From an optimization exercise on the open Yosys and OpenROAD flow, aimed at small area; shortcuts taken in it are not production practice.
At most, simulation tests tie the RTL to the original design; equivalence was not proved.
Function not checked in runs 1 and 2: the RTL went through the layout flow alone.
No activity file was given, so power comes from the tool's default toggle rates.

## flow/config.mk

```make
export PLATFORM = sky130hd
export DESIGN_NAME = pd_controller
export DESIGN_NICKNAME = pd_controller
export VERILOG_FILES = /design/flow/design.v
export SDC_FILE = /design/flow/constraint.sdc
export NUM_CORES = 4
export LEC_CHECK = 0
export ABC_AREA = 1
export CAP_MARGIN = 20
export CORE_MARGIN = 2
export CORE_UTILIZATION = 40
export CTS_BUF_LIST = sky130_fd_sc_hd__clkbuf_4 sky130_fd_sc_hd__clkbuf_8
export PLACE_DENSITY = 0.6
export SLEW_MARGIN = 20
```

## flow/constraint.sdc

```tcl
create_clock -name core_clock -period 10.0 [get_ports {clk}]
set_input_delay 2.0000 -clock core_clock [delete_from_list [all_inputs] [get_ports {clk}]]
set_output_delay 2.0000 -clock core_clock [all_outputs]
set_load 0.01 [all_outputs]
```

## flow/design.v

```verilog
package pd_pkg;
  typedef enum logic [1:0] {
    IDLE,
    RUN,
    HOLD
  } pd_state_t;
  localparam int PD_PIPE_LATENCY = 4;
  localparam int OVR_W = 16;
endpackage
module pd_pipeline (
  input  logic [25:0] r_q,
  input  logic [18:0] e_q,
  input  logic [2:0]  da0, da1, db0, db1,    
  input  logic [27:0] s_q,
  input  logic [1:0]  cf_q,
  input  logic        cut_q,
  output logic [3:0]  res,
  output logic [27:0] s_n,
  output logic [1:0]  cf_n,
  output logic [25:0] isum,
  output logic        cut_d,
  output logic [27:0] s_init
);
  assign s_init = 28'h1580000;
  logic [27:0] ix;
  logic [20:0] ex;
  assign ix = {{2{r_q[25]}}, r_q};
  assign ex = {{2{e_q[18]}}, e_q};
  logic [26:0] a0_p;
  logic a0_neg;
  assign a0_neg = da0[2];
  assign a0_p = (({27{da0[0]}} & ix[26:0]) | ({27{da0[1]}} & {ix[25:0], 1'b0})) ^ {27{da0[2]}};
  logic [26:0] a1_p;
  logic a1_neg;
  assign a1_neg = da1[2];
  assign a1_p = (({27{da1[0]}} & ix[26:0]) | ({27{da1[1]}} & {ix[25:0], 1'b0})) ^ {27{da1[2]}};
  logic [19:0] b0_p;
  logic b0_neg;
  assign b0_neg = db0[2];
  assign b0_p = (({20{db0[0]}} & ex[19:0]) | ({20{db0[1]}} & {ex[18:0], 1'b0})) ^ {20{db0[2]}};
  logic [19:0] b1_p;
  logic b1_neg;
  assign b1_neg = db1[2];
  assign b1_p = (({20{db1[0]}} & ex[19:0]) | ({20{db1[1]}} & {ex[18:0], 1'b0})) ^ {20{db1[2]}};
  logic s1, c2, s3, c4, s5, c6, s7, c8, s9, c10, s11, c12;
  logic s13, c14, s15, c16, s17, c18, s19, c20, s21, c22, s23, c24;
  logic s25, c26, s27, c28, s29, c30, s31, c32, s33, c34, s35, c36;
  logic s37, c38, s39, c40, s41, c42, s43, c44, s45, c46, s47, c48;
  logic s49, c50, s51, c52, s53, c54, s55, c56, s57, c58, s59, c60;
  logic s61, c62, s63, c64, s65, c66, s67, c68, s69, c70, s71, c72;
  logic s73, c74, s75, c76, s77, c78, s79, c80, s81, c82, s83, c84;
  logic s85, c86, s87, c88, s89, c90, s91, c92, s93, c94, s95, c96;
  logic s97, c98, s99, c100, s101, c102, s103, c104, s105, c106, s107, c108;
  logic s109, c110, s111, c112, s113, c114, s115, c116, s117, c118, s119, c120;
  logic s121, c122, s123, c124, s125, c126, s127, c128, o129, s130, c131, s132;
  logic c133, s134, c135, s136, c137, s138, c139, m140, m141, m142, m143, m144;
  logic m145, m146, s147, c148, s149, c150, s151, c152, s153, c154, s155, c156;
  logic s157, c158, s159, c160, s161, c162, s163, c164, s165, c166, s167, c168;
  logic s169, c170, s171, c172, s173, c174, s175, c176, s177, c178, s179, c180;
  logic s181, c182, s183, c184, s185, c186, s187, c188, s189, c190, s191, c192;
  logic s193, c194, s195, c196, s197, c198, s199, c200, s201, c202, s203, c204;
  logic s205, c206, s207, c208, s209, c210, s211, c212, s213, c214, s215, c216;
  logic s217, c218, s219, c220, s221, c222, s223, c224, s225, c226, s227, c228;
  logic s229, c230, s231, c232, s233, c234, s235, c236, s237, c238, s239, c240;
  logic s241, c242, s243, c244, s245, c246, s247, c248, s249, c250, s251, c252;
  logic s253, c254, s255, c256, s257, c258, s259, c260, s261, c262, s263, c264;
  logic s265, c266, s267, c268, s269, c270, s271, c272, s273, c274, s275, c276;
  assign s1 = a0_neg ^ b0_neg ^ s_q[0];
  assign c2 = (a0_neg & b0_neg) | (a0_neg & s_q[0]) | (b0_neg & s_q[0]);
  assign s3 = a0_p[0] ^ b0_p[0] ^ s1;
  assign c4 = (a0_p[0] & b0_p[0]) | (a0_p[0] & s1) | (b0_p[0] & s1);
  assign s5 = a0_p[1] ^ c2 ^ s_q[1];
  assign c6 = (a0_p[1] & c2) | (a0_p[1] & s_q[1]) | (c2 & s_q[1]);
  assign s7 = b0_p[1] ^ c4 ^ s5;
  assign c8 = (b0_p[1] & c4) | (b0_p[1] & s5) | (c4 & s5);
  assign s9 = a1_neg ^ b1_neg ^ s_q[2];
  assign c10 = (a1_neg & b1_neg) | (a1_neg & s_q[2]) | (b1_neg & s_q[2]);
  assign s11 = a0_p[2] ^ a1_p[0] ^ b0_p[2];
  assign c12 = (a0_p[2] & a1_p[0]) | (a0_p[2] & b0_p[2]) | (a1_p[0] & b0_p[2]);
  assign s13 = b1_p[0] ^ c6 ^ s9;
  assign c14 = (b1_p[0] & c6) | (b1_p[0] & s9) | (c6 & s9);
  assign s15 = c8 ^ s11 ^ s13;
  assign c16 = (c8 & s11) | (c8 & s13) | (s11 & s13);
  assign s17 = a0_p[3] ^ c10 ^ s_q[3];
  assign c18 = (a0_p[3] & c10) | (a0_p[3] & s_q[3]) | (c10 & s_q[3]);
  assign s19 = a1_p[1] ^ b0_p[3] ^ b1_p[1];
  assign c20 = (a1_p[1] & b0_p[3]) | (a1_p[1] & b1_p[1]) | (b0_p[3] & b1_p[1]);
  assign s21 = c12 ^ s17 ^ s19;
  assign c22 = (c12 & s17) | (c12 & s19) | (s17 & s19);
  assign s23 = c14 ^ c16 ^ s21;
  assign c24 = (c14 & c16) | (c14 & s21) | (c16 & s21);
  assign s25 = a0_p[4] ^ a1_p[2] ^ s_q[4];
  assign c26 = (a0_p[4] & a1_p[2]) | (a0_p[4] & s_q[4]) | (a1_p[2] & s_q[4]);
  assign s27 = b0_p[4] ^ b1_p[2] ^ c18;
  assign c28 = (b0_p[4] & b1_p[2]) | (b0_p[4] & c18) | (b1_p[2] & c18);
  assign s29 = c20 ^ c22 ^ s25;
  assign c30 = (c20 & c22) | (c20 & s25) | (c22 & s25);
  assign s31 = c24 ^ s27 ^ s29;
  assign c32 = (c24 & s27) | (c24 & s29) | (s27 & s29);
  assign s33 = a0_p[5] ^ a1_p[3] ^ s_q[5];
  assign c34 = (a0_p[5] & a1_p[3]) | (a0_p[5] & s_q[5]) | (a1_p[3] & s_q[5]);
  assign s35 = b0_p[5] ^ b1_p[3] ^ c26;
  assign c36 = (b0_p[5] & b1_p[3]) | (b0_p[5] & c26) | (b1_p[3] & c26);
  assign s37 = c28 ^ s33 ^ s35;
  assign c38 = (c28 & s33) | (c28 & s35) | (s33 & s35);
  assign s39 = c30 ^ c32 ^ s37;
  assign c40 = (c30 & c32) | (c30 & s37) | (c32 & s37);
  assign s41 = a0_p[6] ^ a1_p[4] ^ s_q[6];
  assign c42 = (a0_p[6] & a1_p[4]) | (a0_p[6] & s_q[6]) | (a1_p[4] & s_q[6]);
  assign s43 = b0_p[6] ^ b1_p[4] ^ c34;
  assign c44 = (b0_p[6] & b1_p[4]) | (b0_p[6] & c34) | (b1_p[4] & c34);
  assign s45 = c36 ^ s41 ^ s43;
  assign c46 = (c36 & s41) | (c36 & s43) | (s41 & s43);
  assign s47 = c38 ^ c40 ^ s45;
  assign c48 = (c38 & c40) | (c38 & s45) | (c40 & s45);
  assign s49 = a0_p[7] ^ a1_p[5] ^ s_q[7];
  assign c50 = (a0_p[7] & a1_p[5]) | (a0_p[7] & s_q[7]) | (a1_p[5] & s_q[7]);
  assign s51 = b0_p[7] ^ b1_p[5] ^ c42;
  assign c52 = (b0_p[7] & b1_p[5]) | (b0_p[7] & c42) | (b1_p[5] & c42);
  assign s53 = c44 ^ s49 ^ s51;
  assign c54 = (c44 & s49) | (c44 & s51) | (s49 & s51);
  assign s55 = c46 ^ c48 ^ s53;
  assign c56 = (c46 & c48) | (c46 & s53) | (c48 & s53);
  assign s57 = a0_p[8] ^ a1_p[6] ^ s_q[8];
  assign c58 = (a0_p[8] & a1_p[6]) | (a0_p[8] & s_q[8]) | (a1_p[6] & s_q[8]);
  assign s59 = b0_p[8] ^ b1_p[6] ^ c50;
  assign c60 = (b0_p[8] & b1_p[6]) | (b0_p[8] & c50) | (b1_p[6] & c50);
  assign s61 = c52 ^ s57 ^ s59;
  assign c62 = (c52 & s57) | (c52 & s59) | (s57 & s59);
  assign s63 = c54 ^ c56 ^ s61;
  assign c64 = (c54 & c56) | (c54 & s61) | (c56 & s61);
  assign s65 = a0_p[9] ^ a1_p[7] ^ s_q[9];
  assign c66 = (a0_p[9] & a1_p[7]) | (a0_p[9] & s_q[9]) | (a1_p[7] & s_q[9]);
  assign s67 = b0_p[9] ^ b1_p[7] ^ c58;
  assign c68 = (b0_p[9] & b1_p[7]) | (b0_p[9] & c58) | (b1_p[7] & c58);
  assign s69 = c60 ^ s65 ^ s67;
  assign c70 = (c60 & s65) | (c60 & s67) | (s65 & s67);
  assign s71 = c62 ^ c64 ^ s69;
  assign c72 = (c62 & c64) | (c62 & s69) | (c64 & s69);
  assign s73 = a0_p[10] ^ a1_p[8] ^ s_q[10];
  assign c74 = (a0_p[10] & a1_p[8]) | (a0_p[10] & s_q[10]) | (a1_p[8] & s_q[10]);
  assign s75 = b0_p[10] ^ b1_p[8] ^ c66;
  assign c76 = (b0_p[10] & b1_p[8]) | (b0_p[10] & c66) | (b1_p[8] & c66);
  assign s77 = c68 ^ s73 ^ s75;
  assign c78 = (c68 & s73) | (c68 & s75) | (s73 & s75);
  assign s79 = c70 ^ s77;
  assign c80 = c70 & s77;
  assign s81 = a0_p[11] ^ a1_p[9] ^ s_q[11];
  assign c82 = (a0_p[11] & a1_p[9]) | (a0_p[11] & s_q[11]) | (a1_p[9] & s_q[11]);
  assign s83 = b0_p[11] ^ b1_p[9] ^ c74;
  assign c84 = (b0_p[11] & b1_p[9]) | (b0_p[11] & c74) | (b1_p[9] & c74);
  assign s85 = c76 ^ s81 ^ s83;
  assign c86 = (c76 & s81) | (c76 & s83) | (s81 & s83);
  assign s87 = c78 ^ c80 ^ s85;
  assign c88 = (c78 & c80) | (c78 & s85) | (c80 & s85);
  assign s89 = a0_p[12] ^ cf_q[0] ^ s_q[12];
  assign c90 = (a0_p[12] & cf_q[0]) | (a0_p[12] & s_q[12]) | (cf_q[0] & s_q[12]);
  assign s91 = a1_p[10] ^ b0_p[12] ^ b1_p[10];
  assign c92 = (a1_p[10] & b0_p[12]) | (a1_p[10] & b1_p[10]) | (b0_p[12] & b1_p[10]);
  assign s93 = c82 ^ s89 ^ s91;
  assign c94 = (c82 & s89) | (c82 & s91) | (s89 & s91);
  assign s95 = c84 ^ c86 ^ s93;
  assign c96 = (c84 & c86) | (c84 & s93) | (c86 & s93);
  assign s97 = c88 ^ s95;
  assign c98 = c88 & s95;
  assign s99 = a0_p[13] ^ a1_p[11] ^ s_q[13];
  assign c100 = (a0_p[13] & a1_p[11]) | (a0_p[13] & s_q[13]) | (a1_p[11] & s_q[13]);
  assign s101 = b0_p[13] ^ b1_p[11] ^ c90;
  assign c102 = (b0_p[13] & b1_p[11]) | (b0_p[13] & c90) | (b1_p[11] & c90);
  assign s103 = c92 ^ c94 ^ s99;
  assign c104 = (c92 & c94) | (c92 & s99) | (c94 & s99);
  assign s105 = c96 ^ s101 ^ s103;
  assign c106 = (c96 & s101) | (c96 & s103) | (s101 & s103);
  assign s107 = c98 ^ s105;
  assign c108 = c98 & s105;
  assign s109 = a0_p[14] ^ a1_p[12] ^ s_q[14];
  assign c110 = (a0_p[14] & a1_p[12]) | (a0_p[14] & s_q[14]) | (a1_p[12] & s_q[14]);
  assign s111 = b0_p[14] ^ b1_p[12] ^ c100;
  assign c112 = (b0_p[14] & b1_p[12]) | (b0_p[14] & c100) | (b1_p[12] & c100);
  assign s113 = c102 ^ s109 ^ s111;
  assign c114 = (c102 & s109) | (c102 & s111) | (s109 & s111);
  assign s115 = c104 ^ c106 ^ s113;
  assign c116 = (c104 & c106) | (c104 & s113) | (c106 & s113);
  assign s117 = c108 ^ s115;
  assign c118 = c108 & s115;
  assign s119 = a0_p[15] ^ a1_p[13] ^ s_q[15];
  assign c120 = (a0_p[15] & a1_p[13]) | (a0_p[15] & s_q[15]) | (a1_p[13] & s_q[15]);
  assign s121 = b0_p[15] ^ b1_p[13] ^ c110;
  assign c122 = (b0_p[15] & b1_p[13]) | (b0_p[15] & c110) | (b1_p[13] & c110);
  assign s123 = c112 ^ s119 ^ s121;
  assign c124 = (c112 & s119) | (c112 & s121) | (s119 & s121);
  assign s125 = c114 ^ c116 ^ s123;
  assign c126 = (c114 & c116) | (c114 & s123) | (c116 & s123);
  assign s127 = c118 ^ s125;
  assign c128 = c118 & s125;
  assign o129 = c70 | s77;
  assign s130 = c78 ^ o129 ^ s85;
  assign c131 = (c78 & o129) | (c78 & s85) | (o129 & s85);
  assign s132 = c131 ^ s95;
  assign c133 = c131 & s95;
  assign s134 = c133 ^ s105;
  assign c135 = c133 & s105;
  assign s136 = c135 ^ s115;
  assign c137 = c135 & s115;
  assign s138 = c137 ^ s125;
  assign c139 = c137 & s125;
  assign m140 = c72 ? ~s79 : s79;
  assign m141 = c72 ? s130 : s87;
  assign m142 = c72 ? s132 : s97;
  assign m143 = c72 ? s134 : s107;
  assign m144 = c72 ? s136 : s117;
  assign m145 = c72 ? s138 : s127;
  assign m146 = c72 ? c139 : c128;
  assign s147 = a0_p[16] ^ a1_p[14] ^ s_q[16];
  assign c148 = (a0_p[16] & a1_p[14]) | (a0_p[16] & s_q[16]) | (a1_p[14] & s_q[16]);
  assign s149 = b0_p[16] ^ b1_p[14] ^ c120;
  assign c150 = (b0_p[16] & b1_p[14]) | (b0_p[16] & c120) | (b1_p[14] & c120);
  assign s151 = c122 ^ s147 ^ s149;
  assign c152 = (c122 & s147) | (c122 & s149) | (s147 & s149);
  assign s153 = c124 ^ c126 ^ s151;
  assign c154 = (c124 & c126) | (c124 & s151) | (c126 & s151);
  assign s155 = a0_p[17] ^ a1_p[15] ^ s_q[17];
  assign c156 = (a0_p[17] & a1_p[15]) | (a0_p[17] & s_q[17]) | (a1_p[15] & s_q[17]);
  assign s157 = b0_p[17] ^ b1_p[15] ^ c148;
  assign c158 = (b0_p[17] & b1_p[15]) | (b0_p[17] & c148) | (b1_p[15] & c148);
  assign s159 = c150 ^ s155 ^ s157;
  assign c160 = (c150 & s155) | (c150 & s157) | (s155 & s157);
  assign s161 = c152 ^ c154 ^ s159;
  assign c162 = (c152 & c154) | (c152 & s159) | (c154 & s159);
  assign s163 = a0_p[18] ^ a1_p[16] ^ s_q[18];
  assign c164 = (a0_p[18] & a1_p[16]) | (a0_p[18] & s_q[18]) | (a1_p[16] & s_q[18]);
  assign s165 = b0_p[18] ^ b1_p[16] ^ c156;
  assign c166 = (b0_p[18] & b1_p[16]) | (b0_p[18] & c156) | (b1_p[16] & c156);
  assign s167 = c158 ^ s163 ^ s165;
  assign c168 = (c158 & s163) | (c158 & s165) | (s163 & s165);
  assign s169 = c160 ^ c162 ^ s167;
  assign c170 = (c160 & c162) | (c160 & s167) | (c162 & s167);
  assign s171 = a0_p[19] ^ a1_p[17] ^ s_q[19];
  assign c172 = (a0_p[19] & a1_p[17]) | (a0_p[19] & s_q[19]) | (a1_p[17] & s_q[19]);
  assign s173 = b1_p[17] ^ c164 ^ ~b0_p[19];
  assign c174 = (b1_p[17] & c164) | (b1_p[17] & ~b0_p[19]) | (c164 & ~b0_p[19]);
  assign s175 = c166 ^ s171 ^ s173;
  assign c176 = (c166 & s171) | (c166 & s173) | (s171 & s173);
  assign s177 = c168 ^ c170 ^ s175;
  assign c178 = (c168 & c170) | (c168 & s175) | (c170 & s175);
  assign s179 = a0_p[20] ^ cf_q[1] ^ s_q[20];
  assign c180 = (a0_p[20] & cf_q[1]) | (a0_p[20] & s_q[20]) | (cf_q[1] & s_q[20]);
  assign s181 = a1_p[18] ^ b1_p[18] ^ c172;
  assign c182 = (a1_p[18] & b1_p[18]) | (a1_p[18] & c172) | (b1_p[18] & c172);
  assign s183 = c174 ^ s179 ^ s181;
  assign c184 = (c174 & s179) | (c174 & s181) | (s179 & s181);
  assign s185 = c176 ^ c178 ^ s183;
  assign c186 = (c176 & c178) | (c176 & s183) | (c178 & s183);
  assign s187 = a0_p[21] ^ a1_p[19] ^ s_q[21];
  assign c188 = (a0_p[21] & a1_p[19]) | (a0_p[21] & s_q[21]) | (a1_p[19] & s_q[21]);
  assign s189 = c180 ^ s187 ^ ~b1_p[19];
  assign c190 = (c180 & s187) | (c180 & ~b1_p[19]) | (s187 & ~b1_p[19]);
  assign s191 = c182 ^ c184 ^ s189;
  assign c192 = (c182 & c184) | (c182 & s189) | (c184 & s189);
  assign s193 = c186 ^ s191;
  assign c194 = c186 & s191;
  assign s195 = a0_p[22] ^ a1_p[20] ^ s_q[22];
  assign c196 = (a0_p[22] & a1_p[20]) | (a0_p[22] & s_q[22]) | (a1_p[20] & s_q[22]);
  assign s197 = c188 ^ c190 ^ s195;
  assign c198 = (c188 & c190) | (c188 & s195) | (c190 & s195);
  assign s199 = c192 ^ c194 ^ s197;
  assign c200 = (c192 & c194) | (c192 & s197) | (c194 & s197);
  assign s201 = a0_p[23] ^ a1_p[21] ^ s_q[23];
  assign c202 = (a0_p[23] & a1_p[21]) | (a0_p[23] & s_q[23]) | (a1_p[21] & s_q[23]);
  assign s203 = c196 ^ c198 ^ s201;
  assign c204 = (c196 & c198) | (c196 & s201) | (c198 & s201);
  assign s205 = c200 ^ s203;
  assign c206 = c200 & s203;
  assign s207 = a0_p[24] ^ a1_p[22] ^ s_q[24];
  assign c208 = (a0_p[24] & a1_p[22]) | (a0_p[24] & s_q[24]) | (a1_p[22] & s_q[24]);
  assign s209 = c202 ^ c204 ^ s207;
  assign c210 = (c202 & c204) | (c202 & s207) | (c204 & s207);
  assign s211 = a0_p[25] ^ a1_p[23] ^ s_q[25];
  assign c212 = (a0_p[25] & a1_p[23]) | (a0_p[25] & s_q[25]) | (a1_p[23] & s_q[25]);
  assign s213 = c208 ^ c210 ^ s211;
  assign c214 = (c208 & c210) | (c208 & s211) | (c210 & s211);
  assign s215 = a1_p[24] ^ s_q[26] ^ ~a0_p[26];
  assign c216 = (a1_p[24] & s_q[26]) | (a1_p[24] & ~a0_p[26]) | (s_q[26] & ~a0_p[26]);
  assign s217 = c212 ^ c214 ^ s215;
  assign c218 = (c212 & c214) | (c212 & s215) | (c214 & s215);
  assign s219 = a1_p[25] ^ c216 ^ s_q[27];
  assign c220 = (a1_p[25] & c216) | (a1_p[25] & s_q[27]) | (c216 & s_q[27]);
  assign s221 = c218 ^ s219;
  assign c222 = c218 & s219;
  assign s223 = c220 ^ c222 ^ ~a1_p[26];
  assign c224 = (c220 & c222) | (c220 & ~a1_p[26]) | (c222 & ~a1_p[26]);
  assign res[0] = s3;
  assign res[1] = s7;
  assign res[2] = s15;
  assign res[3] = s23;
  assign s_n[0] = s31;
  assign s_n[1] = s39;
  assign s_n[2] = s47;
  assign s_n[3] = s55;
  assign s_n[4] = s63;
  assign s_n[5] = s71;
  assign s_n[6] = m140;
  assign s_n[7] = m141;
  assign s_n[8] = m142;
  assign s_n[9] = m143;
  assign s_n[10] = m144;
  assign s_n[11] = m145;
  assign s_n[12] = s153;
  assign s_n[13] = s161;
  assign s_n[14] = s169;
  assign s_n[15] = s177;
  assign s_n[16] = s185;
  assign s_n[17] = s193;
  assign s_n[18] = s199;
  assign s_n[19] = s205;
  assign s_n[20] = s209;
  assign s_n[21] = s213;
  assign s_n[22] = s217;
  assign s_n[23] = s221;
  assign s_n[24] = s223;
  assign s_n[25] = c224;
  assign s_n[26] = 1'b0;
  assign s_n[27] = 1'b0;
  assign cf_n[0] = m146;
  assign cf_n[1] = c206;
  assign s225 = e_q[0] ^ r_q[0];
  assign c226 = e_q[0] & r_q[0];
  assign s227 = c226 ^ e_q[1] ^ r_q[1];
  assign c228 = (c226 & e_q[1]) | (c226 & r_q[1]) | (e_q[1] & r_q[1]);
  assign s229 = c228 ^ e_q[2] ^ r_q[2];
  assign c230 = (c228 & e_q[2]) | (c228 & r_q[2]) | (e_q[2] & r_q[2]);
  assign s231 = c230 ^ e_q[3] ^ r_q[3];
  assign c232 = (c230 & e_q[3]) | (c230 & r_q[3]) | (e_q[3] & r_q[3]);
  assign s233 = c232 ^ e_q[4] ^ r_q[4];
  assign c234 = (c232 & e_q[4]) | (c232 & r_q[4]) | (e_q[4] & r_q[4]);
  assign s235 = c234 ^ e_q[5] ^ r_q[5];
  assign c236 = (c234 & e_q[5]) | (c234 & r_q[5]) | (e_q[5] & r_q[5]);
  assign s237 = c236 ^ e_q[6] ^ r_q[6];
  assign c238 = (c236 & e_q[6]) | (c236 & r_q[6]) | (e_q[6] & r_q[6]);
  assign s239 = c238 ^ e_q[7] ^ r_q[7];
  assign c240 = (c238 & e_q[7]) | (c238 & r_q[7]) | (e_q[7] & r_q[7]);
  assign s241 = c240 ^ e_q[8] ^ r_q[8];
  assign c242 = (c240 & e_q[8]) | (c240 & r_q[8]) | (e_q[8] & r_q[8]);
  assign s243 = c242 ^ e_q[9] ^ r_q[9];
  assign c244 = (c242 & e_q[9]) | (c242 & r_q[9]) | (e_q[9] & r_q[9]);
  assign s245 = c244 ^ e_q[10] ^ r_q[10];
  assign c246 = (c244 & e_q[10]) | (c244 & r_q[10]) | (e_q[10] & r_q[10]);
  assign s247 = c246 ^ e_q[11] ^ r_q[11];
  assign c248 = (c246 & e_q[11]) | (c246 & r_q[11]) | (e_q[11] & r_q[11]);
  assign s249 = c248 ^ e_q[12] ^ r_q[12];
  assign c250 = (c248 & e_q[12]) | (c248 & r_q[12]) | (e_q[12] & r_q[12]);
  assign s251 = cut_q ^ e_q[13] ^ r_q[13];
  assign c252 = (cut_q & e_q[13]) | (cut_q & r_q[13]) | (e_q[13] & r_q[13]);
  assign s253 = c252 ^ e_q[14] ^ r_q[14];
  assign c254 = (c252 & e_q[14]) | (c252 & r_q[14]) | (e_q[14] & r_q[14]);
  assign s255 = c254 ^ e_q[15] ^ r_q[15];
  assign c256 = (c254 & e_q[15]) | (c254 & r_q[15]) | (e_q[15] & r_q[15]);
  assign s257 = c256 ^ e_q[16] ^ r_q[16];
  assign c258 = (c256 & e_q[16]) | (c256 & r_q[16]) | (e_q[16] & r_q[16]);
  assign s259 = c258 ^ e_q[17] ^ r_q[17];
  assign c260 = (c258 & e_q[17]) | (c258 & r_q[17]) | (e_q[17] & r_q[17]);
  assign s261 = c260 ^ e_q[18] ^ r_q[18];
  assign c262 = (c260 & e_q[18]) | (c260 & r_q[18]) | (e_q[18] & r_q[18]);
  assign s263 = c262 ^ e_q[18] ^ r_q[19];
  assign c264 = (c262 & e_q[18]) | (c262 & r_q[19]) | (e_q[18] & r_q[19]);
  assign s265 = c264 ^ e_q[18] ^ r_q[20];
  assign c266 = (c264 & e_q[18]) | (c264 & r_q[20]) | (e_q[18] & r_q[20]);
  assign s267 = c266 ^ e_q[18] ^ r_q[21];
  assign c268 = (c266 & e_q[18]) | (c266 & r_q[21]) | (e_q[18] & r_q[21]);
  assign s269 = c268 ^ e_q[18] ^ r_q[22];
  assign c270 = (c268 & e_q[18]) | (c268 & r_q[22]) | (e_q[18] & r_q[22]);
  assign s271 = c270 ^ e_q[18] ^ r_q[23];
  assign c272 = (c270 & e_q[18]) | (c270 & r_q[23]) | (e_q[18] & r_q[23]);
  assign s273 = c272 ^ e_q[18] ^ r_q[24];
  assign c274 = (c272 & e_q[18]) | (c272 & r_q[24]) | (e_q[18] & r_q[24]);
  assign s275 = c274 ^ e_q[18] ^ r_q[25];
  assign c276 = (c274 & e_q[18]) | (c274 & r_q[25]) | (e_q[18] & r_q[25]);
  assign isum[0] = s225;
  assign isum[1] = s227;
  assign isum[2] = s229;
  assign isum[3] = s231;
  assign isum[4] = s233;
  assign isum[5] = s235;
  assign isum[6] = s237;
  assign isum[7] = s239;
  assign isum[8] = s241;
  assign isum[9] = s243;
  assign isum[10] = s245;
  assign isum[11] = s247;
  assign isum[12] = s249;
  assign isum[13] = s251;
  assign isum[14] = s253;
  assign isum[15] = s255;
  assign isum[16] = s257;
  assign isum[17] = s259;
  assign isum[18] = s261;
  assign isum[19] = s263;
  assign isum[20] = s265;
  assign isum[21] = s267;
  assign isum[22] = s269;
  assign isum[23] = s271;
  assign isum[24] = s273;
  assign isum[25] = s275;
  assign cut_d = c250;
endmodule
module pd_controller #(
  parameter int INPUT_WIDTH    = 18,
  parameter int OUTPUT_WIDTH   = 32,
  parameter int INTEGRAL_LIMIT = 2**24
) (
  input  logic                    clk,
  input  logic                    rst_n,
  input  logic                    enable,
  input  logic                    clear_integral,
  input  logic [INPUT_WIDTH-1:0]  kp_in,
  input  logic [INPUT_WIDTH-1:0]  ki_in,
  input  logic [INPUT_WIDTH-1:0]  setpoint_in,
  input  logic                    sample_valid,
  input  logic [INPUT_WIDTH-1:0]  sample,
  output logic                    sample_ready,
  output logic                    out_valid,
  input  logic                    out_ready,
  output logic [OUTPUT_WIDTH-1:0] out_data,
  output logic [OUTPUT_WIDTH-1:0] integral_out,
  output logic                    integral_sat,
  output logic                    busy,
  output logic [pd_pkg::OVR_W-1:0] overrun_count
);
  logic [2:0] st;
  logic       idle, hold, running, cyc3, cyc4, en_ok, capture;
  assign idle    = (st == 3'd0);
  assign hold    = (st == 3'd6);
  assign running = !idle && !hold;
  assign cyc3    = (st == 3'd4);
  assign cyc4    = (st == 3'd5);
  assign en_ok   = rst_n && enable;
  assign capture = en_ok && cyc4;
  assign sample_ready = idle && enable;
  assign busy         = !idle;
  assign out_valid    = hold;
  always_ff @(posedge clk) begin
    if (!en_ok)                st <= 3'd0;
    else if (idle)             st <= sample_valid ? 3'd1 : 3'd0;
    else if (hold)             st <= out_ready ? 3'd0 : 3'd6;
    else                       st <= st + 3'd1;
  end
  logic [25:0] r_q;
  logic        zf;
  assign integral_out = zf ? '0 : {{6{r_q[25]}}, r_q};
  logic [17:0] ki_q;      
  logic [17:0] kp_q;      
  logic        kc_q;      
  logic        ip_q, kq_q;   
  logic [18:0] e_q;
  logic [27:0] s_q;
  logic [1:0]  cf_q;
  logic        cut_q;
  logic [3:0]  res;
  logic [27:0] s_n;
  logic [1:0]  cf_n;
  logic [25:0] isum;
  logic        cut_d;
  logic [27:0] s_init;
  logic [4:0] kib, kb;
  logic [2:0] da0, da1, db0, db1;
  function automatic logic [2:0] benc(input logic [2:0] b);
    benc[0] = b[1] ^ b[0];
    benc[1] = (b[2] & ~b[1] & ~b[0]) | (~b[2] & b[1] & b[0]);
    benc[2] = b[2];
  endfunction
  assign kib = {cyc4 ? {2{ki_q[1]}} : ki_q[3:2], ki_q[1:0], ip_q};
  assign kb  = {kp_q[3:0], kq_q};
  assign da0 = benc(kib[2:0]);
  assign da1 = benc(kib[4:2]);
  assign db0 = benc(kb[2:0]);
  assign db1 = benc(kb[4:2]);
  logic [3:0] ki_nx;
  logic [4:0] kn;    
  logic [3:0] kn_s;
  assign ki_nx = {cyc3 ? {2{ki_q[5]}} : ki_q[7:6], ki_q[5:4]};
  assign kn[0] = kc_q;
  for (genvar i = 0; i < 4; i++) begin : g_kn
    assign kn_s[i]  = ki_nx[i] ^ kp_q[4+i] ^ kn[i];
    assign kn[i+1]  = (ki_nx[i] & kp_q[4+i]) | (ki_nx[i] & kn[i]) | (kp_q[4+i] & kn[i]);
  end
  logic [4:0]  k0;
  logic [18:0] e_in;
  logic [3:0]  k0_s;
  logic [18:0] ex_a, ex_b;
  logic [19:0] e_c;
  assign k0[0] = 1'b0;
  for (genvar i = 0; i < 4; i++) begin : g_k0
    assign k0_s[i] = ki_in[i] ^ kp_in[i] ^ k0[i];
    assign k0[i+1] = (ki_in[i] & kp_in[i]) | (ki_in[i] & k0[i]) | (kp_in[i] & k0[i]);
  end
  assign ex_a   = {sample[17], sample};
  assign ex_b   = ~{setpoint_in[17], setpoint_in};
  assign e_c[0] = 1'b1;
  for (genvar i = 0; i < 19; i++) begin : g_e
    assign e_in[i]   = ex_a[i] ^ ex_b[i] ^ e_c[i];
    assign e_c[i+1]  = (ex_a[i] & ex_b[i]) | (ex_a[i] & e_c[i]) | (ex_b[i] & e_c[i]);
  end
  pd_pipeline u_pipe (
    .r_q   (r_q),
    .e_q   (e_q),
    .da0   (da0),
    .da1   (da1),
    .db0   (db0),
    .db1   (db1),
    .s_q   (s_q),
    .cf_q  (cf_q),
    .cut_q (cut_q),
    .res   (res),
    .s_n   (s_n),
    .cf_n  (cf_n),
    .isum  (isum),
    .cut_d (cut_d),
    .s_init(s_init)
  );
  always_ff @(posedge clk) begin
    if (idle) begin
      ki_q <= ki_in;
      kp_q <= {kp_in[17:4], k0_s};
      kc_q <= k0[4];
      ip_q <= 1'b0;
      kq_q <= 1'b0;
      e_q  <= e_in;
      s_q  <= s_init;
      cf_q <= '0;
    end else begin
      ki_q <= {res, ki_q[17:4]};
      kp_q <= {{4{kp_q[17]}}, kp_q[17:8], kn_s};
      kc_q <= kn[4];
      ip_q <= ki_q[3];
      kq_q <= kp_q[3];
      s_q  <= s_n;
      cf_q <= cf_n;
    end
    cut_q <= cut_d;
  end
  logic sat, pos_ovf, neg_ovf;
  logic [25:0] clamped;
  assign pos_ovf = !isum[25] && isum[24] && (|isum[23:0]);
  assign neg_ovf = isum[25] && !isum[24];
  assign sat     = pos_ovf || neg_ovf;
  assign clamped = {isum[25], isum[24] | sat, isum[23:0] & {24{!sat}}};
  always_ff @(posedge clk) begin
    if (capture)               r_q <= clamped;
    else if (zf && !running)   r_q <= '0;
  end
  always_ff @(posedge clk) begin
    if (!en_ok || clear_integral) zf <= 1'b1;
    else if (cyc4)                zf <= 1'b0;
  end
  always_ff @(posedge clk) begin
    if (!en_ok)     integral_sat <= 1'b0;
    else if (cyc4)  integral_sat <= sat;
  end
  always_ff @(posedge clk) begin
    if (!rst_n)        out_data <= '0;
    else if (capture)  out_data <= {s_n[11:0], res, ki_q[17:2]};
  end
  logic [16:0] ov_c;
  logic [15:0] ov_s;
  assign ov_c[0] = enable && sample_valid && !idle && !(&overrun_count);
  for (genvar i = 0; i < 16; i++) begin : g_ov
    assign ov_s[i]   = overrun_count[i] ^ ov_c[i];
    assign ov_c[i+1] = overrun_count[i] & ov_c[i];
  end
  always_ff @(posedge clk) begin
    if (!rst_n) overrun_count <= '0;
    else        overrun_count <= ov_s;
  end
endmodule
```

## flow/flow/run.sh

```bash
#!/bin/bash
# Standard layout, with the port buffers made from the smallest buffer cell
# and a clock tree without dummy loads.
export BUFFER_PORTS_ARGS="-buffer_cell sky130_fd_sc_hd__buf_1"
export CTS_ARGS="-sink_clustering_enable -repair_clock_nets -dont_use_dummy_load -buf_list {sky130_fd_sc_hd__clkbuf_8 sky130_fd_sc_hd__clkbuf_16}"
bash standard.sh > standard.log 2>&1
```

## flow/standard.sh

```bash
#!/bin/bash
# synth_recipe.tcl (not shown) runs the flow's synth.tcl, then flattens the netlist and writes it again
# the make line also repeats each setting of config.mk as NAME=value (left out here)
make -C /OpenROAD-flow-scripts/flow DESIGN_CONFIG=/design/flow/config.mk WORK_HOME=/design/flow/orfs CLKGATE_MAP_FILE= SYNTH_SCRIPT=/design/flow/synth_recipe.tcl "${@:-finish}"
```

==> results.json, run 1 <==
{
  "dp_hpwl_um": 20200,
  "die-width_um": 175,
  "yosysSeqAreaShare_pct": 32.5,
  "p_leak_uw": 0.00601,
  "core-area_um2": 28700,
  "grt_pass1_vias": 8616,
  "cts_buffer_depth": 2,
  "path_cells": "buf_1 -> inv_1 -> ha_1 -> fa_1 -> fa_1 -> fa_1 -> fa_1 -> fa_1 -> fa_1 -> fa_1 -> fa_1 -> fa_1 -> fa_1 -> fa_1 -> fa_1 -> fa_1 -> fa_1 -> fa_1 -> fa_1 -> fa_1 -> inv_1",
  "syn_nets": 1557,
  "vdd_ir_drop_max_mv": 0.168,
  "post_drt_wl_per_cell_um": 14.8,
  "synth_area_um2": 11600,
  "synth_cells": 1305,
  "drv_slew": 0,
  "hp-class": "register to register",
  "switchingPower_uw": 1650,
  "grt-ovfl-total": 0,
  "post_cts_buffers": 0,
  "drc_errors": 0,
  "fp-row-count": 62,
  "start_util_pct": 40.5,
  "p_int_uw": 1970,
  "ioPinCount": 162,
  "critPathSlowestCell": "fa_1",
  "stdcell_count": 1818,
  "min_period_ns": 8.91,
  "die_h_um": 175,
  "cts-hold-fix-buffers": 0,
  "fmax_mhz": 112,
  "diodes": 0,
  "max_stage_delay_ns": 0.49,
  "nets": 1688,
  "cts-resized-gates": 0,
  "routed_via_density": 4.68,
  "cp.required_ns": 10.18,
  "cp.arrival_ns": 9.08,
  "setup_viol": 0,
  "dieArea_um2": 30500,
  "antenna_found_initial": 0,
  "grt_pass1_wl_um": 44400,
  "cp_common_cell": "fa_1",
  "tns_ns": 0,
  "gp_congestion": 0.837,
  "power_density_nw_per_um2": 282,
  "startpoint_type": "input pin",
  "fin_worst_skew_ns": 0.0357,
  "synth.distinct_cells": 31,
  "area_growth_pct": 10.6,
  "crit_fanout": 1,
  "relSlewSlack_pct": 28.4,
  "ys_seq_elements": 166,
  "end_kind": "register",
  "vias": 8516,
  "cts_max_level": 4,
  "p_clk_share_pct": 15.1,
  "p_sw_share_pct": 45.6,
  "worstMarginPinSlew_ns": 1.07,
  "syn_avg_cell_area_um2": 8.91,
  "max_cap_viol_count": 0,
  "drive_gt1_share_pct": 6.21,
  "finalHoldViolations": 0,
  "yosys_warnings": 1,
  "clkSinkCount": 166,
  "cts_tree": "done",
  "cts_root_buffer": "clkbuf_16",
  "power_uw": 3620,
  "numCtsBuffers": 17,
  "grt_max_degree": 55,
  "rsz0062_at_grt": "false",
  "power_frac_comb_pct": 62.7,
  "clk_latency_ns": 0.44,
  "fin_crit_sh_pct": 89.1,
  "criticalPathCategory": "input pin to register",
  "status": "timing/DRC/antenna clean",
  "first_iter_violations": 466,
  "clk_pin_slew_worst_paths_ns": 0.07,
  "pwr-share-seq_pct": 22.2,
  "dr.pass1.iters": 5,
  "dp.cells": 1801,
  "grt_usage_pct": 18.5,
  "final_antenna_net_count": 0,
  "wl_um": 26900,
  "numPortBuffers": 161,
  "whs_ns": 0.408
}
stage by stage:
step / worst slack [ns] / cell area [um^2] / util, %
finish: 1.09 / 12900 / 44.8
global route: 0.844 / 12900 / 44.8
CTS: 1.03 / 12900 / 44.8
detailed placement: 0.584 / 12400 / 43.4
global placement: 0.648 / 12400 / 43.4
floorplan: 0.981 / 11600 / -
synthesized netlist by cell type (all sizes together):
cell type / n / area, um^2
edfxtp: 46 / 1380
xor2: 69 / 604
nand2: 292 / 1120
a211o: 1 / 8.76
a21oi: 16 / 83.8
fa: 141 / 2820
nand4: 6 / 37.5
nor4: 1 / 6.26
nor2: 101 / 437
buf: 42 / 288
o21ai: 68 / 419
xnor2: 2 / 17.5
clkbuf: 15 / 56.3
nand3: 19 / 108
mux2i: 2 / 20.0
or2: 6 / 37.5
inv: 264 / 991
dfxtp: 120 / 2400
o22ai: 61 / 382
ha: 33 / 413
registers in the layout, summed over array words and instances (netlist names), 2 cells and up:
| name | count |
|---|---|
| cf_q | 2 |
| e_q | 19 |
| ki_q | 18 |
| kp_q | 18 |
| out_data | 32 |
| overrun_count | 16 |
| r_q | 26 |
| s_q | 26 |
| st | 3 |
path summary, 6_finish.rpt:
| check | to | slack, ns | start | cells past startpoint |
|---|---|---|---|---|
| hold / removal | kp_q[6]$_DFF_P_ | 0.41 | kp_q[10]$_DFF_P_ | 2 |
| hold reg to reg | kp_q[6]$_DFF_P_ | 0.41 | kp_q[10]$_DFF_P_ | 2 |
| setup reg to reg | s_q[19]$_SDFF_PP1_ | 2.14 | ki_q[1]$_DFF_P_ | 25 |
| setup / recovery | e_q[17]$_DFFE_PP_ | 1.09 | sample[0] | 21 |
power by group through the flow:
stage,sequential [uW],combinational (uW),clock (uW)
final,805,2270,546
after global routing,814,2610,584
after CTS,806,2300,562
after detailed placement,820,2290,0
after global placement,819,2270,0
after floorplan,802,1680,0
routing by layer:
layer / track usage (%) / vias to the layer above / wire [um]
li1: - / 4197 / -
met1: 25.3 / 4038 / 12400
met2: 30.0 / 242 / 12500
met3: 3.48 / 39 / 1360
met4: 5.56 / 0 / 601
met5: 0 / - / 0
layout by cell type, fill, tap and decap left out:
cell         n
nand2_2      6
dfxtp_1    120
nand2_1    285
a21oi_2      1
or2_2        3
nor4_1       1
mux2i_1      2
nor2_1      78
inv_1      257
nor2_4       2
inv_2        7
xnor2_1      2
or2_1        3
o21ai_0     47
nand4_1      6
nand2_4      1
nand3_4      1
a211o_1      1
edfxtp_1    46
a21oi_1     15
o21ai_2     21
o22ai_1     61
buf_1      160
buf_4        8
nand3_1     18
xor2_1      69
ha_1        33
clkbuf_2     1
fa_1       141
nor2_2      21
clkbuf_16   17
area by class of cell:
type | instances | area [um^2]
fillers | 2942 | 15800
repair buffers | 169 | 666
flip-flops and latches | 166 | 3780
inverters | 264 | 991
clock buffers | 17 | 425
multi-input cells | 818 | 6530
well taps | 384 | 480
worst max-delay path: cells and delay by family:
kind | cells | cell delay (ns)
adders and majority gates | 18 | 6.94
buffers and inverters | 3 | 0.13
cells by family after synthesis:
group	count (synthesis)	synth area share [%]
AOI/OAI and AO/OA	146	7.68
buffers and inverters	321	11.5
xor gates and xnor gates	71	5.35
muxes	2	0.172
DFF	166	32.5
and+or+nand+nor	425	15.0
adders and majority gates	174	27.8
==> run 2, diff against run 1 <==
==> flow/flow/run.sh (replaced) <==
#!/bin/bash
# Standard layout, with the port buffers made from the smallest buffer cell
# and a clock tree without dummy loads.
export BUFFER_PORTS_ARGS="-buffer_cell sky130_fd_sc_hd__buf_1"
export CTS_ARGS="-sink_clustering_enable -repair_clock_nets -dont_use_dummy_load -sink_clustering_size 8 -buf_list {sky130_fd_sc_hd__clkbuf_4 sky130_fd_sc_hd__clkbuf_8}"
bash standard.sh > standard.log 2>&1
==> run 2 against run 1 <==
Final area shrank 1.5%. Area after synthesis stayed put. Clock power down about 30%. Sequential power about the same. Worst hold slack worse by 0.0029 ns. Clock-buffer cell count did not move. Global-route usage about the same. Die area did not move. First-iteration DRC count shrank 5.2%. Maximum frequency is 0.33% higher. Highest routed layer unchanged.
==> results.json, run 2 <==
{
  "status": "timing/DRC/antenna clean",
  "largest_reg_flops": 32,
  "syn_nets": 1557,
  "ys_seq_elements": 166,
  "dieArea_um2": 30500,
  "synthTopCellsByCount": "nand2_1, inv_1, fa_1, dfxtp_1, nor2_1",
  "cts-resized-gates": 0,
  "syn_avg_cell_area_um2": 8.91,
  "end_kind": "register",
  "diodes": 0,
  "cp.required_ns": 10.20,
  "setup_ws_ns": 1.12,
  "numCtsBuffers": 17,
  "relSlewSlack_pct": 28.4,
  "rsz0062_at_grt": "false",
  "p_leak_uw": 0.00593,
  "yosys.area.top_type": "fa_1",
  "routed_via_density": 4.67,
  "cts_buffer_depth": 2,
  "setup_viol": 0,
  "synth_top_area_share_pct": 24.3,
  "yosysSeqAreaShare_pct": 32.5,
  "clk_pin_slew_worst_paths_ns": 0.10,
  "synth.distinct_cells": 31,
  "fp-row-count": 62,
  "path_cells": "buf_1 -> inv_1 -> ha_1 -> fa_1 -> fa_1 -> fa_1 -> fa_1 -> fa_1 -> fa_1 -> fa_1 -> fa_1 -> fa_1 -> fa_1 -> fa_1 -> fa_1 -> fa_1 -> fa_1 -> fa_1 -> fa_1 -> fa_1 -> inv_1",
  "drc_errors": 0,
  "grt_usage_pct": 18.5,
  "post_cts_buffers": 0,
  "synth_area_um2": 11600,
  "nets": 1688,
  "clk_latency_ns": 0.48,
  "min_period_ns": 8.88,
  "antenna_found_initial": 0,
  "power_density_nw_per_um2": 271,
  "cts_tree": "done",
  "final_common_cell": "nand2_1",
  "reg.largest.list": "out_data (32), r_q (26), s_q (26)",
  "max_cap_viol_count": 0,
  "grt_pass1_vias": 8611,
  "final_util_pct": 44.2,
  "final_antenna_net_count": 0,
  "hp-class": "register to register",
  "vdd_ir_drop_max_mv": 0.169,
  "async_flop_share_pct": 0,
  "wl_um": 26800,
  "cp_common_cell": "fa_1",
  "cts-hold-fix-buffers": 0,
  "top_register": "out_data",
  "fin_worst_skew_ns": 0.0529,
  "dr.pass1.iters": 5,
  "finalHoldViolations": 0,
  "cp.arrival_ns": 9.08,
  "core-area_um2": 28700,
  "vias": 8483,
  "gp_congestion": 0.837,
  "clkSinkCount": 166,
  "dp_hpwl_um": 20200,
  "whs_ns": 0.405,
  "yosys_warnings": 1,
  "die_h_um": 175,
  "cts_max_level": 4,
  "ioPinCount": 162,
  "worstMarginPinSlew_ns": 1.07,
  "synth_edf_count": 46,
  "first_iter_violations": 442,
  "grt_pass1_wl_um": 44400,
  "area_growth_pct": 8.99,
  "criticalPathCategory": "input pin to register",
  "start_util_pct": 40.5,
  "die-width_um": 175,
  "synth.area.top_cells": "fa_1, dfxtp_1, edfxtp_1, nand2_1, inv_1",
  "fin_crit_sh_pct": 88.8,
  "post_drt_wl_per_cell_um": 14.7,
  "critPathSlowestCell": "fa_1",
  "cts_root_buffer": "clkbuf_8",
  "crit_fanout": 1,
  "fmax_mhz": 113,
  "grt_max_degree": 55,
  "layout_common_cells": "nand2_1, inv_1, buf_1",
  "startpoint_type": "input pin",
  "numPortBuffers": 161,
  "drive_gt1_share_pct": 6.21,
  "yosysMostFrequentCell": "nand2_1",
  "grt-ovfl-total": 0,
  "drv_slew": 0,
  "max_stage_delay_ns": 0.49,
  "dp_worst_setup_slack_ns": 0.584,
  "synth_cells": 1305,
  "tns_ns": 0,
  "synth_ff_type": "dfxtp_1"
}
[run 2: path summary, 6_finish.rpt]
path / startpoint / end / slack, ns / cells after the start
worst max-delay path: sample[0] / e_q[17]$_DFFE_PP_ / 1.12 / 21
worst min-delay path: kp_q[10]$_DFF_P_ / kp_q[6]$_DFF_P_ / 0.40 / 2
worst max register to register: ki_q[1]$_DFF_P_ / s_q[19]$_SDFF_PP1_ / 2.10 / 25
worst min register to register: kp_q[10]$_DFF_P_ / kp_q[6]$_DFF_P_ / 0.40 / 2
[run 2: logic make-up (layout without fill, tap and decap cells)]
| family | count (synthesis) | count (layout) | synth area share, % |
|---|---|---|---|
| adder cells (fa/ha/maj) | 174 | 174 | 27.8 |
| AO/OA/AOI/OAI | 146 | 146 | 7.68 |
| multiplexers | 2 | 2 | 0.172 |
| XOR/XNOR | 71 | 71 | 5.35 |
| buffers and inverters | 321 | 450 | 11.5 |
| AND/OR/NAND/NOR | 425 | 425 | 15.0 |
| flip-flops | 166 | 166 | 32.5 |
[run 2: per-layer routing]
| metal | vias to the layer above | track usage [%] | routed length [um] |
|---|---|---|---|
| met5 | - | 0 | 0 |
| met4 | 0 | 5.59 | 599 |
| li1 | 4197 | - | - |
| met2 | 235 | 30.0 | 12400 |
| met3 | 39 | 3.15 | 1470 |
| met1 | 4012 | 25.4 | 12300 |
[run 2: through the flow]
step	cell area (um^2)	power [uW]	std cells
2_1_floorplan	11600	2480	1305
3_3_place_gp	12400	3090	1801
3_5_place_dp	12400	3110	1801
4_1_cts	12700	3500	1818
5_1_grt	12700	3830	1818
6_report	12700	3440	1818
[run 2: where the power goes]
part | total (uW) | internal, uW | switching [uW]
logic | 2260 | 916 | 1340
clock network | 381 | 151 | 230
registers | 804 | 758 | 45.7
[run 2: worst max-delay path: cells and delay by family]
family | cells | cell delay, ns
adder cells (fa/ha/maj) | 18 | 6.94
buffers and inverters | 3 | 0.13
[run 2: area by class of cell]
| class | instances | area, um^2 |
|---|---|---|
| flip-flops and latches | 166 | 3780 |
| fillers | 2976 | 16000 |
| clock buffers | 17 | 234 |
| repair buffers | 169 | 666 |
| inverters | 264 | 991 |
| multi-input cells | 818 | 6530 |
| well taps | 384 | 480 |
==> run 3, diff against run 2 <==
--- a/flow/design.v
+++ b/flow/design.v
@@ -446,4 +446,5 @@
   end
-  logic [25:0] r_q;
+  logic [25:0] rn_q, r_q;    
   logic        zf;
+  assign r_q = ~rn_q;
   assign integral_out = zf ? '0 : {{6{r_q[25]}}, r_q};
@@ -453,3 +454,4 @@
   logic        ip_q, kq_q;   
-  logic [18:0] e_q;
+  logic [18:0] en_q, e_q;   
+  assign e_q = ~en_q;
   logic [27:0] s_q;
@@ -526,3 +528,3 @@
       kq_q <= 1'b0;
-      e_q  <= e_in;
+      en_q <= ~e_in;
       s_q  <= s_init;
@@ -547,4 +549,4 @@
   always_ff @(posedge clk) begin
-    if (capture)               r_q <= clamped;
-    else if (zf && !running)   r_q <= '0;
+    if (capture)               rn_q <= ~clamped;
+    else if (zf && !running)   rn_q <= '1;
   end
==> flow/flow/run.sh (replaced) <==
#!/bin/bash
# Standard layout, with the port buffers made from the smallest buffer cell
# and a clock tree without dummy loads (clkbuf_16 root, clkbuf_8 leaves).
export BUFFER_PORTS_ARGS="-buffer_cell sky130_fd_sc_hd__buf_1"
export CTS_ARGS="-sink_clustering_enable -repair_clock_nets -dont_use_dummy_load -sink_clustering_size 12 -sink_clustering_max_diameter 60 -root_buf sky130_fd_sc_hd__clkbuf_16 -buf_list {sky130_fd_sc_hd__clkbuf_8}"
bash standard.sh > standard.log 2>&1
--- a/flow/config.mk
+++ b/flow/config.mk
@@ -11,3 +11,3 @@
 export CORE_UTILIZATION = 40
-export CTS_BUF_LIST = sky130_fd_sc_hd__clkbuf_4 sky130_fd_sc_hd__clkbuf_8
+export CTS_BUF_LIST = sky130_fd_sc_hd__clkbuf_8 sky130_fd_sc_hd__clkbuf_16
 export PLACE_DENSITY = 0.6
==> run 3 against run 2 <==
Critical path depth grew 1. Global-route usage shrank 0.15 points. Die area shrank 0.98%. Combinational power shrank 17%. Clock power is essentially flat. Register-to-register slack lost 0.37 ns. Sequential share of layout area grew 0.20 points. Wire length shrank 0.48%. Largest cell class unchanged. Largest power group unchanged.
==> results.json, run 3 <==
{
  "synth_top_area_share_pct": 24.5,
  "fin_crit_sh_pct": 89.0,
  "clk_pin_slew_worst_paths_ns": 0.12,
  "numPortBuffers": 161,
  "cts_buffer_depth": 2,
  "whs_path_depth": 2,
  "start_util_pct": 40.3,
  "final_common_cell": "nand2_1",
  "top_register": "out_data",
  "die-width_um": 174,
  "clkSinkCount": 166,
  "synth_cells": 1295,
  "layout_common_cells": "nand2_1, inv_1, buf_1",
  "area_growth_pct": 9.38,
  "final_antenna_net_count": 0,
  "rsz0062_at_grt": "false",
  "yosys.area.top_type": "fa_1",
  "rr_worst_depth": 26,
  "worstMarginPinSlew_ns": 1.13,
  "diodes": 0,
  "end_kind": "register",
  "status": "timing/DRC/antenna clean",
  "hp-class": "register to register",
  "nets": 1680,
  "relSlewSlack_pct": 24.8,
  "cts_tree": "done",
  "max_cap_viol_count": 0,
  "antenna_found_initial": 0,
  "num-fill-cells": 2898,
  "core-area_um2": 28500,
  "min_period_ns": 8.90,
  "post_cts_buffers": 0,
  "vias": 8519,
  "fin_worst_skew_ns": 0.0489,
  "first_iter_violations": 472,
  "async_flop_share_pct": 0,
  "synth_edf_count": 46,
  "grt-ovfl-total": 0,
  "cp.required_ns": 10.11,
  "power_density_nw_per_um2": 245,
  "fmax_mhz": 112,
  "startpoint": "sample[0]",
  "grt_usage_pct": 18.3,
  "ys_seq_elements": 166,
  "post_drt_wl_per_cell_um": 14.7,
  "cp.arrival_ns": 9.01,
  "die_h_um": 174,
  "cts_max_level": 4,
  "gp_congestion": 0.826,
  "synth_area_um2": 11500,
  "synthTopCellsByCount": "nand2_1, inv_1, fa_1, dfxtp_1, nor2_1",
  "synth_ff_type": "dfxtp_1",
  "crit_fanout": 1,
  "criticalPathCategory": "input pin to register",
  "syn_avg_cell_area_um2": 8.89,
  "fp-row-count": 62,
  "finalHoldViolations": 0,
  "cts-resized-gates": 0,
  "vdd_ir_drop_max_mv": 0.133,
  "dp.cells": 1793,
  "wl_um": 26600,
  "numCtsBuffers": 17,
  "cts_root_buffer": "clkbuf_16",
  "power_uw": 3080,
  "grt_pass1_wl_um": 43900,
  "yosysMostFrequentCell": "nand2_1",
  "reg2reg_from": "ki_q[1]$_DFF_P_",
  "drive_gt1_share_pct": 4.77,
  "hold_end": "ki_q[10]$_DFF_P_",
  "tns_ns": 0,
  "rrSetupSlack_ns": 1.73,
  "yosysSeqAreaShare_pct": 32.9,
  "drv_slew": 0,
  "dieArea_um2": 30200,
  "holdCritStartpoint": "ki_q[14]$_DFF_P_",
  "stdcell_count": 1810,
  "synth.distinct_cells": 37,
  "grt_max_degree": 90,
  "startpoint_type": "input pin",
  "clk_latency_ns": 0.40,
  "drc_errors": 0,
  "synth.area.top_cells": "fa_1, dfxtp_1, edfxtp_1, nand2_1, inv_1",
  "dp_hpwl_um": 19900,
  "reg.largest.list": "out_data (32), rn_q (26), s_q (26)",
  "r2r_end": "s_q[19]$_SDFF_PP1_",
  "largest_reg_flops": 32,
  "setup_viol": 0,
  "routed_via_density": 4.71,
  "syn_nets": 1547,
  "dr.pass1.iters": 5,
  "cts-hold-fix-buffers": 0,
  "ioPinCount": 162,
  "yosys_warnings": 1,
  "p_leak_uw": 0.00596,
  "grt_pass1_vias": 8531,
  "placement.cell_area_um2": 12400,
  "design_area_um2": 12600
}
==> run 3: cell types whose count changed in the layout (fill, tap and decap cells not counted), sizes merged, moves of 3 or more <==
cell and delta:
nand2 +61, inv -41, nor2 -31, nand3 +24, o21ai -23, xor2 -3
==> run 3: how the worst max path moves through the flow <==
stage	to	slack [ns]	depth (start not counted)
3_5_place_dp	en_q[17]$_DFFE_PP_	0.60	22
2_1_floorplan	en_q[17]$_DFFE_PP_	1.04	21
6_report	en_q[17]$_DFFE_PP_	1.10	22
3_3_place_gp	en_q[17]$_DFFE_PP_	0.73	22
5_1_grt	en_q[17]$_DFFE_PP_	0.88	22
4_1_cts	en_q[17]$_DFFE_PP_	1.0	22
==> run 3: through the flow <==
stage | util (%) | setup WS, ns | hold slack [ns]
2_1_floorplan | - | 1.04 | 0.396
3_3_place_gp | 43.3 | 0.732 | 0.400
3_5_place_dp | 43.3 | 0.603 | 0.404
4_1_cts | 44.1 | 0.998 | 0.407
5_1_grt | 44.1 | 0.883 | 0.420
6_report | 44.1 | 1.10 | 0.405
==> run 3: final cells by class <==
class | count | area (um^2) | share of cell area (%)
flip-flops and latches | 166 | 3780 | 30.0
inverters | 225 | 847 | 6.72
well taps | 384 | 480 | 3.81
repair buffers | 171 | 681 | 5.40
multi-input cells | 847 | 6560 | 52.1
clock buffers | 17 | 245 | 1.95
==> run 3: report_power, final <==
part           switching [uW]  internal (uW)  total, uW  leakage (uW)
Combinational            1060            823       1880       0.00444
Sequential               63.4            752        816       0.00139
Clock                     222            161        383      0.000127
Total                    1350           1740       3080       0.00596
==> run 3: cell families (layout without fill, tap and decap cells) <==
family	count (synthesis)	in the layout	synth area share, %
and+or+nand+nor	481	481	17.2
buffers and inverters	282	413	10.3
adders and majority gates	174	174	28.1
DFF	166	166	32.9
AOI/OAI and AO/OA	122	122	6.26
xor gates and xnor gates	68	68	5.17
muxes	2	2	0.174
==> run 3: worst max-delay path, stage by stage <==
cell and delay [ns]:
buf_1 0.07, inv_1 0.04, ha_1 0.13, inv_1 0.05, fa_1 0.39, fa_1 0.39, fa_1 0.39, fa_1 0.39
fa_1 0.39, fa_1 0.40, fa_1 0.39, fa_1 0.40, fa_1 0.38, fa_1 0.41, fa_1 0.40, fa_1 0.38
fa_1 0.39, fa_1 0.39, fa_1 0.39, fa_1 0.38, inv_1 0.08, fa_1 0.40
==> run 3: layer usage <==
layer  global-route usage (%)  wire length, um  vias to the layer above
met3                     3.14             1260                       36
met2                     31.0            12700                      229
li1                         -                -                     4220
met5                        0                0                        -
met4                     5.22              534                        0
met1                     24.3            12100                     4034
==> run 4, diff against run 3 <==
--- a/flow/config.mk
+++ b/flow/config.mk
@@ -10,5 +10,5 @@
 export CORE_MARGIN = 2
-export CORE_UTILIZATION = 40
+export CORE_UTILIZATION = 55
 export CTS_BUF_LIST = sky130_fd_sc_hd__clkbuf_8 sky130_fd_sc_hd__clkbuf_16
-export PLACE_DENSITY = 0.6
+export PLACE_DENSITY = 0.7
 export SLEW_MARGIN = 20
==> run 4 against run 3 <==
Still clean on timing, DRC and antenna. Cell count fell by 6.3%. Sequential share of layout area rose by 0.36 points. Non-clock buffer count did not move. Sequential power fell by 0.5%. Critical path depth did not move. Total power rose by 2.5%. Sequential cell count did not move. Worst setup slack got worse by 0.0091 ns. Via count rose by 0.35%. Largest cell class unchanged.
==> results.json, run 4 <==
{
  "post_drt_wl_per_cell_um": 14.8,
  "num-fill-cells": 1800,
  "startpoint_type": "input pin",
  "fin_crit_sh_pct": 89.1,
  "syn_avg_cell_area_um2": 8.89,
  "largest_reg_flops": 32,
  "max_stage_delay_ns": 0.42,
  "fin_worst_skew_ns": 0.0433,
  "vias": 8549,
  "final_common_cell": "nand2_1",
  "die_h_um": 149,
  "nets": 1680,
  "criticalPathCategory": "input pin to register",
  "status": "timing/DRC/antenna clean",
  "critPathBufInv": 4,
  "numCtsBuffers": 17,
  "clkSinkCount": 166,
  "synth_ff_type": "dfxtp_1",
  "cts_root_buffer": "clkbuf_16",
  "routed_via_density": 5.04,
  "synth.area.top_cells": "fa_1, dfxtp_1, edfxtp_1, nand2_1, inv_1",
  "synth_cells": 1295,
  "dieArea_um2": 22100,
  "grt-ovfl-total": 0,
  "clk_latency_ns": 0.41,
  "crit_fanout": 1,
  "critPathSlowestCell": "fa_1",
  "yosys_warnings": 1,
  "hp-class": "register to register",
  "design_area_um2": 12400,
  "tns_ns": 0,
  "synthTopCellsByCount": "nand2_1, inv_1, fa_1, dfxtp_1, nor2_1",
  "worstMarginPinSlew_ns": 1.03,
  "ys_seq_elements": 166,
  "path_cells": "buf_1 -> inv_1 -> ha_1 -> inv_1 -> fa_1 -> fa_1 -> fa_1 -> fa_1 -> fa_1 -> fa_1 -> fa_1 -> fa_1 -> fa_1 -> fa_1 -> fa_1 -> fa_1 -> fa_1 -> fa_1 -> fa_1 -> fa_1 -> inv_1 -> fa_1",
  "crit_family": "adder cells",
  "numPortBuffers": 161,
  "drive_gt1_share_pct": 4.77,
  "placement.cell_area_um2": 12200,
  "yosysSeqAreaShare_pct": 32.9,
  "synth_edf_count": 46,
  "fmax_mhz": 112,
  "cts-hold-fix-buffers": 0,
  "core-area_um2": 20400,
  "gp_congestion": 0.896,
  "ioPinCount": 162,
  "setup_viol": 0,
  "layout_common_cells": "nand2_1, inv_1, buf_1",
  "fp-row-count": 52,
  "dp_hpwl_um": 18800,
  "cts_tree": "done",
  "first_iter_violations": 507,
  "post_cts_buffers": 0,
  "dr.pass1.iters": 5,
  "diodes": 0,
  "grt_usage_pct": 24.3,
  "start_util_pct": 56.6,
  "final_antenna_net_count": 0,
  "cp.required_ns": 10.12,
  "max_cap_viol_count": 0,
  "synth_area_um2": 11500,
  "drv_slew": 0,
  "grt_max_degree": 90,
  "power_uw": 3160,
  "clk_pin_slew_worst_paths_ns": 0.11,
  "syn_nets": 1547,
  "async_flop_share_pct": 0,
  "cts_max_level": 4,
  "reg.largest.list": "out_data (32), rn_q (26), s_q (26)",
  "finalHoldViolations": 0,
  "rsz0062_at_grt": "false",
  "yosysMostFrequentCell": "nand2_1",
  "vdd_ir_drop_max_mv": 0.180,
  "synth.distinct_cells": 37,
  "area_growth_pct": 8.09,
  "die-width_um": 149,
  "antenna_found_initial": 0,
  "synth_top_area_share_pct": 24.5,
  "top_register": "out_data",
  "rrSetupSlack_ns": 1.96,
  "grt_pass1_wl_um": 41600,
  "end_kind": "register",
  "relSlewSlack_pct": 30.7,
  "power_density_nw_per_um2": 254,
  "whs_ns": 0.411,
  "grt_pass1_vias": 8519,
  "min_period_ns": 8.91,
  "cp_common_cell": "fa_1",
  "cts_buffer_depth": 2,
  "cp.arrival_ns": 9.03,
  "cts-resized-gates": 0,
  "yosys.area.top_type": "fa_1",
  "wl_um": 25100,
  "p_leak_uw": 0.00596,
  "drc_errors": 0
}
[run 4: cell counts after synthesis]
No cell type changed its count.
[run 4: final cells by class]
class / instances / area [um^2] / share of cell area (%)
sequential: 166 / 3780 / 30.4
inverter: 225 / 847 / 6.80
clock buffer: 17 / 245 / 1.97
multi-input combinational: 847 / 6560 / 52.7
tap: 270 / 338 / 2.71
timing repair buffer: 171 / 681 / 5.47
[run 4: worst paths after layout]
| kind | from | to | cells after the start |
|---|---|---|---|
| setup reg to reg | st[1]$_SDFF_PP0_ | s_q[19]$_SDFF_PP1_ | 24 |
| hold / removal | ki_q[16]$_DFF_P_ | ki_q[12]$_DFF_P_ | 2 |
| setup / recovery | sample[0] | en_q[17]$_DFFE_PP_ | 22 |
| hold reg to reg | ki_q[16]$_DFF_P_ | ki_q[12]$_DFF_P_ | 2 |
[run 4: worst reg2reg max path, stage by stage, from the launching register on]
cell	delay [ns]
dfxtp_1	0.34
inv_1	0.08
ha_1	0.19
nand2_4	0.11
o21ai_4	0.71
inv_2	0.25
buf_4	0.30
nand2_1	0.10
nand2_1	0.08
fa_1	0.56
fa_1	0.43
fa_1	0.41
fa_1	0.47
fa_1	0.43
fa_1	0.43
fa_1	0.43
fa_1	0.44
fa_1	0.43
fa_1	0.42
fa_1	0.39
inv_1	0.06
ha_1	0.16
fa_1	0.19
ha_1	0.23
or2_2	0.29
[run 4: cell families (layout without fill, tap and decap cells)]
| group | after synthesis | count (layout) | synth area share (%) |
|---|---|---|---|
| compound gates | 122 | 122 | 6.26 |
| xor+xnor | 68 | 68 | 5.17 |
| fa+ha+maj | 174 | 174 | 28.1 |
| buf+inv | 282 | 413 | 10.3 |
| flops | 166 | 166 | 32.9 |
| mux | 2 | 2 | 0.174 |
| simple gates | 481 | 481 | 17.2 |
[run 4: where the power goes]
part	total [uW]	switching, uW	internal (uW)
clock network	381	220	161
registers	812	60.2	752
logic	1970	1120	842
total	3160	1400	1760
[run 4: per-layer routing]
metal | vias to the layer above | part of all wire [%] | GRT usage, %
met5 | - | 0 | 0
met4 | 0 | 2.0 | 7.52
met3 | 35 | 5.7 | 3.59
met2 | 239 | 50 | 41.7
met1 | 4065 | 43 | 32.0
li1 | 4210 | - | -
[run 4: stage by stage]
stage / utilization [%] / worst slack (ns) / std cells
floorplan: - / 1.04 / 1295
global placement: 59.9 / 0.680 / 1679
detailed placement: 59.9 / 0.580 / 1679
CTS: 61.1 / 0.987 / 1696
global route: 61.1 / 0.788 / 1696
finish: 61.1 / 1.09 / 1696

==> re-timing with driven ports <==
The results above use ideal ports. As a check the final layouts listed here were re-extracted and re-timed, cells and wires unchanged. Step 1: set_driving_cell puts a clkbuf_16 on clk and a buf_2 on each other input, an assumption about the parent block. Step 2 adds t to the input delays and takes it off the output delays; t is the mean of the earliest and latest rising clock arrival at the registers after step 1. Input paths then give back, and output paths get back, about the clock's delay inside the block. a / b / c = no drivers / after step 1 / after step 2; a / b = the first two.
run | t (ns) | setup WS [ns] | clock arrival spread, ns | slew at the worst register clock pin (ns) | cell pins on the clock port's net
run 1 | 0.468 | 1.094 / 1.114 / 0.647 | 0.037 / 0.037 | 0.08 / 0.08 | 1
run 2 | 0.496 | 1.123 / 1.139 / 0.642 | 0.055 / 0.055 | 0.12 / 0.12 | 1
run 3 | 0.424 | 1.098 / 1.115 / 0.691 | 0.052 / 0.051 | 0.12 / 0.12 | 1
run 4 | 0.432 | 1.089 / 1.115 / 0.683 | 0.050 / 0.049 | 0.11 / 0.11 | 1
After both steps setup and hold are still met in every run listed. For run 2, which loses most, drivers alone change the setup slack by +0.016 ns; drivers and shift together by -0.481 ns.
